This design comes from an exercise in tuning for small area, a short achievable clock period and few clock cycles per item on the open sky130 flow, not from production work. Where RTL was checked, it was by simulation tests only, not by an equivalence proof against the original. Power is estimated from default activity; no workload was simulated.

==> flow/design.v <==
`default_nettype none
package alu_pkg;
	typedef enum logic [5:0] {
		ADD   = 6'h20,
		ADDI  = 6'h21,
		SUB   = 6'h22,
		NAND  = 6'h23,
		AND   = 6'h24,
		ANDI  = 6'h25,
		SRL   = 6'h26,
		SLL   = 6'h27,
		XOR   = 6'h28,
		NO_OP = 6'h3F
	} alu_op_e;
	typedef enum logic [1:0] {
		IDLE = 2'd0,
		RUN  = 2'd1,
		DONE = 2'd2
	} lane_state_e;
endpackage
`default_nettype wire
`default_nettype none
module alu_exec (
	input  logic                  clk,
	input  logic                  arst_n,
	input  logic                  in_valid,
	input  logic [5:0]            in_op,
	input  logic [32-1:0] in_a,
	input  logic [32-1:0] in_b,
	output logic                  out_valid,
	output logic [32-1:0] out_result,
	output logic                  flag_n,
	output logic                  flag_z,
	output logic                  flag_v
);
	localparam int W = 32;
	logic [3:0] f;
	logic       legal;
	logic       arith;
	logic       sub;
	logic       shift;
	logic       sll;
	logic       lxor;
	logic       land;
	logic [W-1:0] x_d;
	logic [W-1:0] y_d;
	assign f     = in_op[3:0];
	assign legal = in_valid & (in_op[5:4] == 2'b10) & (~f[3] | (f[2:0] == 3'b000));
	assign arith = ~f[3] & ~f[2] & ~(f[1] & f[0]);    
	assign sub   = f[1] & ~f[2] & ~f[0];              
	assign shift = f[2] & f[1];                       
	assign sll   = f[0];                              
	assign lxor  = f[3];                              
	assign land  = f[2] & ~f[1];                      
	logic [W-1:0] ab_x;
	logic [W-1:0] ab_a;
	logic [W-1:0] a_rev;
	logic [W-1:0] a_rev16;
	logic [W-1:0] a_16;
	assign ab_x = in_a ^ in_b;
	assign ab_a = in_a & in_b;
	always_comb begin
		for (int i = 0; i < W; i++)
			a_rev[i] = in_a[W-1-i];
	end
	assign a_16    = in_a >> 16;
	assign a_rev16 = a_rev >> 16;
	logic sel_x;      
	logic sel_xn;     
	logic sel_and;    
	logic sel_nand;   
	logic sel_r0;     
	logic sel_r16;    
	logic sel_l0;     
	logic sel_l16;    
	logic gen_add;    
	logic gen_sub;    
	assign sel_x    = (arith & ~sub) | lxor;
	assign sel_xn   = sub;
	assign sel_and  = land;
	assign sel_nand = ~arith & ~land & ~shift & ~lxor;
	assign sel_r0   = shift & ~sll & ~in_b[4];
	assign sel_r16  = shift & ~sll &  in_b[4];
	assign sel_l0   = shift &  sll & ~in_b[4];
	assign sel_l16  = shift &  sll &  in_b[4];
	assign gen_add  = legal & arith & ~sub;
	assign gen_sub  = legal & sub;
	logic [W-1:0] grp_add;
	logic [W-1:0] grp_sub;
	logic [W-1:0] g_add;
	logic [W-1:0] g_sub;
	assign g_add = ab_a;
	assign g_sub = {in_a[W-1:1] & ~in_b[W-1:1], in_a[0] | ~in_b[0]};
	always_comb begin
		for (int i = 0; i < W; i += 4) begin
			grp_add[i]   = g_add[i];
			grp_add[i+1] = g_add[i+1] | (ab_x[i+1] & g_add[i]);
			grp_add[i+2] = g_add[i+2];
			grp_add[i+3] = g_add[i+3] | (ab_x[i+3] & g_add[i+2])
			             | (ab_x[i+3] & ab_x[i+2] & grp_add[i+1]);
			grp_sub[i]   = g_sub[i];
			grp_sub[i+1] = g_sub[i+1] | (~ab_x[i+1] & g_sub[i]);
			grp_sub[i+2] = g_sub[i+2];
			grp_sub[i+3] = g_sub[i+3] | (~ab_x[i+3] & g_sub[i+2])
			             | (~ab_x[i+3] & ~ab_x[i+2] & grp_sub[i+1]);
		end
	end
	always_comb begin
		x_d = ({W{sel_x}}    &  ab_x)
		    | ({W{sel_xn}}   & ~ab_x)
		    | ({W{sel_and}}  &  ab_a)
		    | ({W{sel_nand}} & ~ab_a)
		    | ({W{sel_r0}}   &  in_a)
		    | ({W{sel_r16}}  &  a_16)
		    | ({W{sel_l0}}   &  a_rev)
		    | ({W{sel_l16}}  &  a_rev16);
		y_d = ({W{gen_add}} & grp_add)
		    | ({W{gen_sub}} & grp_sub);
		x_d[0] = (arith | lxor) ? ab_x[0] : x_d[0];
	end
	logic         s2_valid;
	logic         s2_sel_x;    
	logic         s2_sel_r;    
	logic         s2_sel_l;    
	logic         s2_we;
	logic [W-1:0] s2_x;    
	logic [W-1:0] s2_y;    
	logic [3:0]   s2_s4;   
	logic [3:0]   s2_s1;   
	always_ff @(posedge clk or negedge arst_n) begin
		if (!arst_n)
			s2_valid <= 1'b0;
		else
			s2_valid <= legal;
	end
	always_ff @(posedge clk) begin
		s2_sel_x <= ~shift;
		s2_sel_r <= shift & ~sll;
		s2_sel_l <= shift & sll;
		s2_we    <= legal & ~shift;
		s2_x     <= x_d;
		s2_y     <= y_d;
		s2_s4    <= 4'b0001 << in_b[3:2];
		s2_s1    <= 4'b0001 << in_b[1:0];
	end
	logic [7:0] gq;
	logic [7:0] pq;
	logic [7:0] cq;    
	logic [7:0] gt [0:3];
	logic [7:0] pt [0:3];
	always_comb begin
		for (int q = 0; q < 8; q++) begin
			gq[q] = s2_y[4*q+3];
			pq[q] = &s2_x[4*q +: 4];
		end
		gt[0] = gq;
		pt[0] = pq;
		for (int l = 0; l < 3; l++) begin
			gt[l+1] = gt[l];
			pt[l+1] = pt[l];
			for (int q = 0; q < 8; q++) begin
				if (((q >> l) & 1) == 1) begin
					int j;
					j = ((q >> l) << l) - 1;
					gt[l+1][q] = gt[l][q] | (pt[l][q] & gt[l][j]);
					pt[l+1][q] = pt[l][q] & pt[l][j];
				end
			end
		end
		cq = {gt[3][6:0], 1'b0};
	end
	logic [W-1:0] k0;
	logic [W-1:0] k1;
	logic [W:0]   c;    
	always_comb begin
		for (int q = 0; q < 8; q++) begin
			for (int cin = 0; cin < 2; cin++) begin
				logic [3:0] k;
				k[0] = 1'(cin);
				k[1] = s2_y[4*q]   | (s2_x[4*q] & k[0]);
				k[2] = s2_y[4*q+1] | (s2_x[4*q+1] & s2_x[4*q] & k[0]);
				k[3] = s2_y[4*q+2] | (s2_x[4*q+2] & k[2]);
				if (cin == 0) k0[4*q +: 4] = k;
				else          k1[4*q +: 4] = k;
			end
		end
		for (int i = 0; i < W; i++)
			c[i] = cq[i/4] ? k1[i] : k0[i];
		c[W] = gq[7] | (pq[7] & cq[7]);
	end
	logic [W-1:0] sh4;
	logic [W-1:0] sh1;
	logic [W-1:0] m;
	logic [W-1:0] result;
	always_comb begin
		sh4 = '0;
		sh1 = '0;
		for (int k = 0; k < 4; k++)
			sh4 = sh4 | ({W{s2_s4[k]}} & (s2_x >> (4 * k)));
		for (int k = 0; k < 4; k++)
			sh1 = sh1 | ({W{s2_s1[k]}} & (sh4 >> k));
		for (int i = 0; i < W; i++)
			m[i] = (s2_sel_x & s2_x[i]) | (s2_sel_r & sh1[i]) | (s2_sel_l & sh1[W-1-i]);
	end
	always_comb begin
		for (int i = 0; i < W; i++)
			result[i] = cq[i/4] ? (m[i] ^ k1[i]) : (m[i] ^ k0[i]);
	end
	logic [W-1:0] t;
	logic         z_sum;
	assign t     = s2_x | s2_y;
	assign z_sum = ~s2_x[0] & (s2_x[1] == s2_y[0]) & &(~(s2_x[W-1:2] ^ t[W-2:1]));
	always_ff @(posedge clk or negedge arst_n) begin
		if (!arst_n) begin
			out_valid <= 1'b0;
			flag_n    <= 1'b0;
			flag_z    <= 1'b0;
			flag_v    <= 1'b0;
		end else begin
			out_valid <= s2_valid;
			flag_n <= (s2_we ? m[W-1] : flag_n) ^ c[W-1];
			if (s2_we)
				flag_z <= z_sum;
			flag_v <= (s2_we ? 1'b0 : flag_v) ^ c[W] ^ c[W-1];
		end
	end
	always_ff @(posedge clk) begin
		out_result <= result;
	end
endmodule
`default_nettype wire
Settings: LEC_CHECK=0, CAP_MARGIN=20, CORE_MARGIN=2, CORE_UTILIZATION=40, CTS_BUF_LIST=sky130_fd_sc_hd__clkbuf_8, SETUP_SLACK_MARGIN=3.4, SLEW_MARGIN=20; clock period 5.5 ns.
standard.sh (not shown) runs the stock make flow with config.mk's settings and CLKGATE_MAP_FILE= SYNTH_SCRIPT=/design/flow/synth_recipe.tcl, a recipe that flattens the netlist after the stock synthesis.
==> flow/flow/run.sh <==
#!/bin/bash
# Standard layout with two changes:
# - the port buffers are plain buf_1 cells rather than the delay cells
#   buffer_ports picks by default;
# - clock tree synthesis runs with its standard arguments but without dummy
#   loads.
export BUFFER_PORTS_ARGS="-buffer_cell sky130_fd_sc_hd__buf_1"
export CTS_ARGS="-sink_clustering_enable -repair_clock_nets -buf_list sky130_fd_sc_hd__clkbuf_8 -dont_use_dummy_load"
bash standard.sh > standard.log 2>&1
Then changed:
--- a/flow/design.v
+++ b/flow/design.v
@@ -120,4 +120,5 @@
 	end
 	logic         s2_valid;
+	logic         s2_arith;
 	logic         s2_sel_x;    
 	logic         s2_sel_r;    
@@ -135,4 +136,5 @@
 	end
 	always_ff @(posedge clk) begin
+		s2_arith <= arith;
 		s2_sel_x <= ~shift;
 		s2_sel_r <= shift & ~sll;
@@ -221,5 +223,5 @@
 			flag_n <= (s2_we ? m[W-1] : flag_n) ^ c[W-1];
 			if (s2_we)
-				flag_z <= z_sum;
+				flag_z <= s2_arith ? z_sum : (s2_x == '0);
 			flag_v <= (s2_we ? 1'b0 : flag_v) ^ c[W] ^ c[W-1];
 		end
Result: Global-route usage climbs by 0.61 points. First-iteration DRC count fell slightly. Final area came out lower slightly. Non-clock buffer count falls by 7. Clock skew falls by 0.010 ns. Core utilization shrinks by 0.76 points. Critical path depth drops by 3. Register-to-register slack hardly moves. Power rises by a few percent. Routed wire length grows slightly.
Testbench counts after the change, summed over its fixed seeds: cycles 16,008, ops 15,552.
For the first run of this note, only the layout was checked, not whether the RTL still works.


Another version of the RTL of alu_exec (not shown whole).
Size: ~1000 cells after synthesis, roughly 110 flip-flops, ~0.0086 mm^2 of cells after synthesis.
==> flow/config.mk <==
export PLATFORM = sky130hd
export DESIGN_NAME = alu_exec
export DESIGN_NICKNAME = alu_exec
export VERILOG_FILES = /design/flow/design.v
export SDC_FILE = /design/flow/constraint.sdc
export NUM_CORES = 4
export LEC_CHECK = 0
export CAP_MARGIN = 20
export CORE_MARGIN = 2
export CORE_UTILIZATION = 40
export SETUP_SLACK_MARGIN = 3.4
export SLEW_MARGIN = 20
==> flow/constraint.sdc <==
create_clock -name core_clock -period 5.5 [get_ports {clk}]
set_input_delay 1.1000 -clock core_clock [delete_from_list [all_inputs] [get_ports {clk}]]
set_output_delay 1.1000 -clock core_clock [all_outputs]
set_load 0.01 [all_outputs]
==> flow/flow/run.sh <==
#!/bin/bash
# Standard layout, with the port buffers made plain buffers rather than
# the delay cells buffer_ports picks by default.
export BUFFER_PORTS_ARGS="-buffer_cell sky130_fd_sc_hd__buf_2"
bash standard.sh > standard.log 2>&1
Change:
--- a/flow/design.v
+++ b/flow/design.v
@@ -76,22 +76,22 @@
 	logic gen_add;    
 	logic gen_sub;    
 	assign sel_x    = (arith & ~sub) | lxor;
 	assign sel_xn   = sub;
 	assign sel_and  = land;
 	assign sel_nand = ~arith & ~land & ~shift & ~lxor;
 	assign sel_r0   = shift & ~sll & ~in_b[4];
 	assign sel_r16  = shift & ~sll &  in_b[4];
 	assign sel_l0   = shift &  sll & ~in_b[4];
 	assign sel_l16  = shift &  sll &  in_b[4];
-	assign gen_add  = ~f[3] & ~f[2] & ~f[1];          
-	assign gen_sub  = ~f[2] & f[1] & ~f[0];           
+	assign gen_add  = legal & arith & ~sub;
+	assign gen_sub  = legal & sub;
 	logic [W-1:0] grp_add;
 	logic [W-1:0] grp_sub;
 	logic [W-1:0] g_add;
 	logic [W-1:0] g_sub;
 	assign g_add = ab_a;
 	assign g_sub = {in_a[W-1:1] & ~in_b[W-1:1], in_a[0] | ~in_b[0]};
 	always_comb begin
 		for (int i = 0; i < W; i += 4) begin
 			grp_add[i]   = g_add[i];
 			grp_add[i+1] = g_add[i+1] | (ab_x[i+1] & g_add[i]);
@@ -166,35 +166,36 @@
 					j = ((q >> l) << l) - 1;
 					gt[l+1][q] = gt[l][q] | (pt[l][q] & gt[l][j]);
 					pt[l+1][q] = pt[l][q] & pt[l][j];
 				end
 			end
 		end
 		cq = {gt[3][6:0], 1'b0};
 	end
 	logic [W-1:0] k0;
 	logic [W-1:0] k1;
-	logic [W-1:0] c;    
+	logic [W:0]   c;    
 	always_comb begin
 		for (int q = 0; q < 8; q++) begin
 			for (int cin = 0; cin < 2; cin++) begin
 				logic [3:0] k;
 				k[0] = 1'(cin);
 				k[1] = s2_y[4*q]   | (s2_x[4*q] & k[0]);
 				k[2] = s2_y[4*q+1] | (s2_x[4*q+1] & s2_x[4*q] & k[0]);
 				k[3] = s2_y[4*q+2] | (s2_x[4*q+2] & k[2]);
 				if (cin == 0) k0[4*q +: 4] = k;
 				else          k1[4*q +: 4] = k;
 			end
 		end
 		for (int i = 0; i < W; i++)
 			c[i] = cq[i/4] ? k1[i] : k0[i];
+		c[W] = gq[7] | (pq[7] & cq[7]);
 	end
 	logic [W-1:0] sh4;
 	logic [W-1:0] sh1;
 	logic [W-1:0] m;
 	logic [W-1:0] result;
 	always_comb begin
 		sh4 = '0;
 		sh1 = '0;
 		for (int k = 0; k < 4; k++)
 			sh4 = sh4 | ({W{s2_s4[k]}} & (s2_x >> (4 * k)));
@@ -204,37 +205,29 @@
 			m[i] = (s2_sel_x & s2_x[i]) | (s2_sel_r & sh1[i]) | (s2_sel_l & sh1[W-1-i]);
 	end
 	always_comb begin
 		for (int i = 0; i < W; i++)
 			result[i] = cq[i/4] ? (m[i] ^ k1[i]) : (m[i] ^ k0[i]);
 	end
 	logic [W-1:0] t;
 	logic         z_sum;
 	assign t     = s2_x | s2_y;
 	assign z_sum = ~s2_x[0] & (s2_x[1] == s2_y[0]) & &(~(s2_x[W-1:2] ^ t[W-2:1]));
-	logic n0;
-	logic n1;
-	logic v0;
-	logic v1;
-	assign n0 = s2_we ? (m[W-1] ^ k0[W-1]) : flag_n;
-	assign n1 = s2_we ? (m[W-1] ^ k1[W-1]) : flag_n;
-	assign v0 = s2_we ? (gq[7] ^ k0[W-1]) : flag_v;
-	assign v1 = s2_we ? ((gq[7] | pq[7]) ^ k1[W-1]) : flag_v;
 	always_ff @(posedge clk or negedge arst_n) begin
 		if (!arst_n) begin
 			out_valid <= 1'b0;
 			flag_n    <= 1'b0;
 			flag_z    <= 1'b0;
 			flag_v    <= 1'b0;
 		end else begin
 			out_valid <= s2_valid;
-			flag_n <= cq[7] ? n1 : n0;
-			flag_v <= cq[7] ? v1 : v0;
+			flag_n <= (s2_we ? m[W-1] : flag_n) ^ c[W-1];
 			if (s2_we)
 				flag_z <= s2_arith ? z_sum : (s2_x == '0);
+			flag_v <= (s2_we ? 1'b0 : flag_v) ^ c[W] ^ c[W-1];
 		end
 	end
 	always_ff @(posedge clk) begin
 		out_result <= result;
 	end
 endmodule
 `default_nettype wire
What happened: Setup slack improves by 0.048 ns; design area decreases by 5.0%; power decreases by 5.8%; via count decreases by 3.1%; non-clock buffer count decreases by 17; die area decreases by 4.2%; combinational power decreases by 15%; final cell count decreases by 2.9%.
Testbench counts after the change, summed over its fixed seeds: cycles 16,008, ops 15,552.
Only the layout flow was run in the first run of this note; the RTL was not checked for function there.


Another version of the RTL of alu_exec (not shown whole).
Size: roughly 110 flip-flops, roughly 8300 um^2 of cells after synthesis.
==> module alu_exec, before the edit <==
module alu_exec (
	input  logic                  clk,
	input  logic                  arst_n,
	input  logic                  in_valid,
	input  logic [5:0]            in_op,
	input  logic [32-1:0] in_a,
	input  logic [32-1:0] in_b,
	output logic                  out_valid,
	output logic [32-1:0] out_result,
	output logic                  flag_n,
	output logic                  flag_z,
	output logic                  flag_v
);
	localparam int W = 32;
	logic [3:0] f;
	logic       legal;
	logic       arith;
	logic       sub;
	logic       shift;
	logic       sll;
	logic       lxor;
	logic       land;
	logic [W-1:0] x_d;
	logic [W-1:0] y_d;
	assign f     = in_op[3:0];
	assign legal = in_valid & (in_op[5:4] == 2'b10) & (~f[3] | (f[2:0] == 3'b000));
	assign arith = ~f[3] & ~f[2] & ~(f[1] & f[0]);    
	assign sub   = f[1] & ~f[2] & ~f[0];              
	assign shift = f[2] & f[1];                       
	assign sll   = f[0];                              
	assign lxor  = f[3];                              
	assign land  = f[2] & ~f[1];                      
	logic [W-1:0] ab_x;
	logic [W-1:0] ab_a;
	logic [W-1:0] a_rev;
	logic [W-1:0] a_rev16;
	logic [W-1:0] a_16;
	assign ab_x = in_a ^ in_b;
	assign ab_a = in_a & in_b;
	always_comb begin
		for (int i = 0; i < W; i++)
			a_rev[i] = in_a[W-1-i];
	end
	assign a_16    = in_a >> 16;
	assign a_rev16 = a_rev >> 16;
	logic sel_x;      
	logic sel_xn;     
	logic sel_and;    
	logic sel_nand;   
	logic sel_r0;     
	logic sel_r16;    
	logic sel_l0;     
	logic sel_l16;    
	logic gen_add;    
	logic gen_sub;    
	assign sel_x    = (arith & ~sub) | lxor;
	assign sel_xn   = sub;
	assign sel_and  = land;
	assign sel_nand = ~arith & ~land & ~shift & ~lxor;
	assign sel_r0   = shift & ~sll & ~in_b[4];
	assign sel_r16  = shift & ~sll &  in_b[4];
	assign sel_l0   = shift &  sll & ~in_b[4];
	assign sel_l16  = shift &  sll &  in_b[4];
	assign gen_add  = legal & arith & ~sub;
	assign gen_sub  = legal & sub;
	logic [W-1:0] grp_add;
	logic [W-1:0] grp_sub;
	logic [W-1:0] g_add;
	logic [W-1:0] g_sub;
	assign g_add = ab_a;
	assign g_sub = {in_a[W-1:1] & ~in_b[W-1:1], in_a[0] | ~in_b[0]};
	always_comb begin
		for (int i = 0; i < W; i += 2) begin
			grp_add[i]   = g_add[i];
			grp_add[i+1] = g_add[i+1] | (ab_x[i+1] & g_add[i]);
			grp_sub[i]   = g_sub[i];
			grp_sub[i+1] = g_sub[i+1] | (~ab_x[i+1] & g_sub[i]);
		end
	end
	always_comb begin
		x_d = ({W{sel_x}}    &  ab_x)
		    | ({W{sel_xn}}   & ~ab_x)
		    | ({W{sel_and}}  &  ab_a)
		    | ({W{sel_nand}} & ~ab_a)
		    | ({W{sel_r0}}   &  in_a)
		    | ({W{sel_r16}}  &  a_16)
		    | ({W{sel_l0}}   &  a_rev)
		    | ({W{sel_l16}}  &  a_rev16);
		y_d = ({W{gen_add}} & grp_add)
		    | ({W{gen_sub}} & grp_sub);
		x_d[0] = (arith | lxor) ? ab_x[0] : x_d[0];
	end
	logic         s2_valid;
	logic         s2_arith;
	logic         s2_sel_x;    
	logic         s2_sel_r;    
	logic         s2_sel_l;    
	logic         s2_we;
	logic [W-1:0] s2_x;    
	logic [W-1:0] s2_y;    
	logic [3:0]   s2_s4;   
	logic [3:0]   s2_s1;   
	always_ff @(posedge clk or negedge arst_n) begin
		if (!arst_n)
			s2_valid <= 1'b0;
		else
			s2_valid <= legal;
	end
	always_ff @(posedge clk) begin
		s2_arith <= arith;
		s2_sel_x <= ~shift;
		s2_sel_r <= shift & ~sll;
		s2_sel_l <= shift & sll;
		s2_we    <= legal & ~shift;
		s2_x     <= x_d;
		s2_y     <= y_d;
		s2_s4    <= 4'b0001 << in_b[3:2];
		s2_s1    <= 4'b0001 << in_b[1:0];
	end
	logic [15:0] gq;
	logic [15:0] pq;
	logic [15:0] cq;    
	logic [15:0] gt [0:4];
	logic [15:0] pt [0:4];
	always_comb begin
		for (int q = 0; q < 16; q++) begin
			gq[q] = s2_y[2*q+1];
			pq[q] = s2_x[2*q+1] & s2_x[2*q];
		end
		gt[0] = gq;
		pt[0] = pq;
		for (int l = 0; l < 4; l++) begin
			gt[l+1] = gt[l];
			pt[l+1] = pt[l];
			for (int q = 0; q < 16; q++) begin
				if (((q >> l) & 1) == 1) begin
					int j;
					j = ((q >> l) << l) - 1;
					gt[l+1][q] = gt[l][q] | (pt[l][q] & gt[l][j]);
					pt[l+1][q] = pt[l][q] & pt[l][j];
				end
			end
		end
		cq = {gt[4][14:0], 1'b0};
	end
	logic [W:0] c;
	always_comb begin
		for (int q = 0; q < 16; q++) begin
			c[2*q]   = cq[q];
			c[2*q+1] = s2_y[2*q] | (s2_x[2*q] & cq[q]);
		end
		c[W] = gq[15] | (pq[15] & cq[15]);
	end
	logic [W-1:0] sh4;
	logic [W-1:0] sh1;
	logic [W-1:0] m;
	logic [W-1:0] result;
	always_comb begin
		sh4 = '0;
		sh1 = '0;
		for (int k = 0; k < 4; k++)
			sh4 = sh4 | ({W{s2_s4[k]}} & (s2_x >> (4 * k)));
		for (int k = 0; k < 4; k++)
			sh1 = sh1 | ({W{s2_s1[k]}} & (sh4 >> k));
		for (int i = 0; i < W; i++)
			m[i] = (s2_sel_x & s2_x[i]) | (s2_sel_r & sh1[i]) | (s2_sel_l & sh1[W-1-i]);
	end
	assign result = m ^ c[W-1:0];
	logic [W-1:0] t;
	logic         z_sum;
	assign t     = s2_x | s2_y;
	assign z_sum = ~s2_x[0] & (s2_x[1] == s2_y[0]) & &(~(s2_x[W-1:2] ^ t[W-2:1]));
	logic v_pair;
	assign v_pair = cq[15] ? ((gq[15] | pq[15]) ^ (s2_y[W-2] | s2_x[W-2]))
	                       : (gq[15] ^ s2_y[W-2]);
	always_ff @(posedge clk or negedge arst_n) begin
		if (!arst_n) begin
			out_valid <= 1'b0;
			flag_n    <= 1'b0;
			flag_z    <= 1'b0;
			flag_v    <= 1'b0;
		end else begin
			out_valid <= s2_valid;
			flag_n <= (s2_we ? m[W-1] : flag_n) ^ c[W-1];
			if (s2_we)
				flag_z <= s2_arith ? z_sum : (s2_x == '0);
			flag_v <= (s2_we ? 1'b0 : flag_v) ^ v_pair;
		end
	end
	always_ff @(posedge clk) begin
		out_result <= result;
	end
endmodule
export LEC_CHECK = 0
export CAP_MARGIN = 20
export CORE_MARGIN = 2
export CORE_UTILIZATION = 40
export CTS_BUF_LIST = sky130_fd_sc_hd__clkbuf_8
export SETUP_SLACK_MARGIN = 3.3
export SLEW_MARGIN = 20
create_clock -name core_clock -period 5.5 [get_ports {clk}]
==> flow/flow/run.sh <==
#!/bin/bash
# Standard layout with two changes:
# - the port buffers are plain buf_1 cells rather than the delay cells
#   buffer_ports picks by default;
# - clock tree synthesis runs with its standard arguments but without dummy
#   loads.
export BUFFER_PORTS_ARGS="-buffer_cell sky130_fd_sc_hd__buf_1"
export CTS_ARGS="-sink_clustering_enable -repair_clock_nets -buf_list sky130_fd_sc_hd__clkbuf_8 -dont_use_dummy_load"
bash standard.sh > standard.log 2>&1
==> next run, changes <==
--- a/flow/design.v
+++ b/flow/design.v
@@ -191,11 +191,8 @@
 	logic [W-1:0] t;
 	logic         z_sum;
 	assign t     = s2_x | s2_y;
 	assign z_sum = ~s2_x[0] & (s2_x[1] == s2_y[0]) & &(~(s2_x[W-1:2] ^ t[W-2:1]));
-	logic v_pair;
-	assign v_pair = cq[15] ? ((gq[15] | pq[15]) ^ (s2_y[W-2] | s2_x[W-2]))
-	                       : (gq[15] ^ s2_y[W-2]);
 	always_ff @(posedge clk or negedge arst_n) begin
 		if (!arst_n) begin
 			out_valid <= 1'b0;
 			flag_n    <= 1'b0;
@@ -205,9 +202,9 @@
 			out_valid <= s2_valid;
 			flag_n <= (s2_we ? m[W-1] : flag_n) ^ c[W-1];
 			if (s2_we)
 				flag_z <= s2_arith ? z_sum : (s2_x == '0);
-			flag_v <= (s2_we ? 1'b0 : flag_v) ^ v_pair;
+			flag_v <= (s2_we ? 1'b0 : flag_v) ^ c[W] ^ c[W-1];
 		end
 	end
 	always_ff @(posedge clk) begin
 		out_result <= result;
Outcome: Global-route usage goes down by 0.60 points; design area falls by 4.0%; worst setup slack is better by 90 ps; non-clock buffer count fell by 11; sequential share of layout area climbs by 0.87 points; clock skew is about the same.
No functional check of the RTL was part of any run of this note.

what the ideal ports hide:
The results above use ideal ports. As a check the final layouts listed here were re-extracted and re-timed, cells and wires unchanged.
Step 1 sets driving cells, clkbuf_16 on the clock port and buf_2 on the other inputs (assumed; they add their load-dependent delay and slew).
Step 2 also shifts input and output timing later by t, the mid clock arrival at the registers, as if the neighbouring blocks saw the same clock.
Three values: ideal ports, drivers, drivers and shift; two values: the first two.
| run | t, ns | slack for setup (ns) | worst setup path after step 2 | slew at the worst register clock pin (ns) | worst data-port slew with drivers (ns) |
|---|---|---|---|---|---|
| the first run of note 1 | 0.469 | 3.232 / 3.182 / 2.714 | input to register | 0.08 / 0.08 | 0.13 |
| the second run of note 1 | 0.481 | 3.430 / 3.397 / 2.949 | input to register | 0.07 / 0.07 | 0.05 |
| the first run of note 2 | 0.472 | 3.398 / 3.329 / 2.857 | input to register | 0.06 / 0.06 | 0.14 |
| the second run of note 2 | 0.476 | 3.447 / 3.413 / 2.998 | input to register | 0.06 / 0.06 | 0.06 |
| the first run of note 3 | 0.488 | 3.252 / 3.271 / 2.786 | input to register | 0.07 / 0.07 | 0.04 |
| the second run of note 3 | 0.495 | 3.342 / 3.342 / 2.881 | input to register | 0.07 / 0.07 | 0.03 |
After both steps every run listed still meets setup and hold. For the first run of note 2, which loses most, drivers alone change the setup slack by -0.069 ns; drivers and shift together by -0.541 ns.
